This is an optimization exercise on Yosys and OpenROAD, whose aim is small area, a short achievable clock period and few clock cycles per item, not a production implementation. At most, simulation tests tie the RTL to the original design; equivalence was not proved.

==> exp/zinc <==
==> flow/design.v (excerpt) <==
module stick_deadzone_conditioner_top (
  input  logic        clk_i,
  input  logic        rst_ni,
  input  logic        start_i,
  output logic        busy_o,
  input  logic [15:0] raw_x_i,
  input  logic [15:0] raw_y_i,
  output logic        done_o,
  output logic [15:0] out_x_o,
  output logic [15:0] out_y_o,
  input  logic        cfg_we_i,
  input  logic [1:0]  cfg_idx_i,
  input  logic [14:0] cfg_wdata_i
);
make LEC_CHECK=0 CAP_MARGIN=20 CORE_MARGIN=2 CORE_UTILIZATION=60 PLACE_DENSITY=0.75 SLEW_MARGIN=20 finish   # period 10.0 ns
run.sh (not shown) runs the stock make flow with config.mk's settings and CLKGATE_MAP_FILE= SYNTH_SCRIPT=/design/flow/synth_recipe.tcl, a recipe that flattens the netlist after the stock synthesis.
==> exp/amber: changes against exp/zinc <==
- CORE_UTILIZATION: 60 -> 45
- PLACE_DENSITY: 0.75 -> 0.6
==> comparison table <==
item                                                                exp/amber                 exp/zinc
Status                                                complete, no violations  complete, no violations
Arrival time worst endpoint                                           5070 ps                  5500 ps
Pin count of the biggest net entering global routing                       86                       90
Peak per-stage delay on the critical path                              750 ps                   890 ps
Fin crit period                                                       4330 ps                  4730 ps
Met1 Routed Length                                                 128,000 um               119,000 um
Non-clock buffer instance count of the final layout                       164                      172
Met2 track demand over resource in global routing                       34.9%                    47.5%
Sequential portion of the cell area                                     42.3%                    42.7%
Fill count                                                             26,300                   16,500
Average via count per standard cell                                      5.18                     5.59
Worst Reg-to-Reg Cells                                                     12                       11
Global-route total usage across every layer                             20.2%                    26.7%
Vias in the first global route                                         89,000                   91,200
Final worst setup slack                                               5670 ps                  5270 ps
Register area                                                     63,400 um^2              63,400 um^2
Startpoint of the tightest hold check path                 u_div.b_lox_s3[10]      u_front.f_ax_s6[12]
Part of the cycle the worst path needs                                  43.3%                    47.3%
Global routing met1 resource utilization                                24.7%                    31.0%
Final wirelength                                                   306,000 um               306,000 um
Register-to-register path setup slack                                 5670 ps                  5270 ps
Worst setup skew after layout                                         56.6 ps                  74.4 ps
No functional check of the RTL was part of any run of this note.

* * *

==> inputs of delta <==
Another version of the RTL of stick_deadzone_conditioner_top (not shown whole).
## stick_deadzone_conditioner_top
module stick_deadzone_conditioner_top (
  input  logic        clk_i,
  input  logic        rst_ni,
  input  logic        start_i,
  output logic        busy_o,
  input  logic [15:0] raw_x_i,
  input  logic [15:0] raw_y_i,
  output logic        done_o,
  output logic [15:0] out_x_o,
  output logic [15:0] out_y_o,
  input  logic        cfg_we_i,
  input  logic [1:0]  cfg_idx_i,
  input  logic [14:0] cfg_wdata_i
);
clock: 10.0 ns
lec_check: 0
cap_margin: 20
core_margin: 2
core_utilization: 45
cts_buf_list: sky130_fd_sc_hd__clkbuf_8
place_density: 0.6
slew_margin: 20
==> tundra (differences from delta) <==
--- a/flow/config.mk
+++ b/flow/config.mk
@@ -9,5 +9,4 @@
 export CORE_MARGIN = 2
 export CORE_UTILIZATION = 45
-export CTS_BUF_LIST = sky130_fd_sc_hd__clkbuf_8
 export PLACE_DENSITY = 0.6
 export SLEW_MARGIN = 20
==> qor summary <==
| quantity | delta | tundra |
|---|---|---|
| Reg2reg setup slack | 6.17 ns | 6.20 ns |
| Proportion of cell area occupied by registers | 48.8% | 48.6% |
| Outcome | no timing/DRC/antenna violations | no timing/DRC/antenna violations |
| GRT Overall Usage | 18.0% | 17.9% |
| Synthesis-to-finish area growth | 12.5% | 13.0% |
| Final worst slack | 6.01 ns | 6.19 ns |
| Vias per inst | 4.88 | 4.91 |
| Antenna diodes | 5 | 8 |
| Met3 routing resource usage after global routing | 2.91% | 2.35% |
| Num CTS Buffers | 634 | 389 |
| Final layout net count | 14300 | 14100 |
| Number of clock buffer instances in the layout | 773 | 542 |
| Headroom to the max-slew limit | 25.0% | 23.4% |
| Insertion delay to the later sink of the worst-skew pair | 1.16 ns | 0.96 ns |
| Root cell of the clock tree | clkbuf_8 | clkbuf_16 |
| Count of vias placed by the detailed router | 84900 | 83400 |
Testbench counts of delta, summed over its fixed seeds: cycles 17,576, items 16,384.
Testbench counts of tundra, summed over its fixed seeds: cycles 17,576, items 16,384.

static timing again, ports no longer ideal:
How much do the figures lean on ideal ports? The routed layouts below were timed once more, with nothing changed but the port constraints.
Step 1 (the two cells are an assumption about what drives the block):
set clk [get_ports {clk_i}]
set_driving_cell -lib_cell sky130_fd_sc_hd__clkbuf_16 $clk
set_driving_cell -lib_cell sky130_fd_sc_hd__buf_2 [delete_from_list [all_inputs] $clk]
Step 2 moves the port delays by t, midway between the first and last clock arrival at a register: inputs arrive t later, outputs are due t later. That takes back most of the time a late clock gives input paths.
Three values: ideal, step 1, step 2; two values: the first two.
run | shift t [ns] | setup slack, ns | worst setup path at the end | worst data-port slew with drivers (ns) | cell pins on the clock port's net
exp/zinc | 1.012 | 5.268 / 5.268 / 5.268 | register to register | 0.10 | 1
exp/amber | 0.986 | 5.673 / 5.673 / 5.673 | register to register | 0.15 | 1
delta | 1.203 | 6.011 / 5.911 / 6.172 | register to register | 0.07 | 1
tundra | 1.003 | 6.185 / 6.084 / 6.196 | register to register | 0.07 | 1
After both steps setup and hold are still met in every run listed.
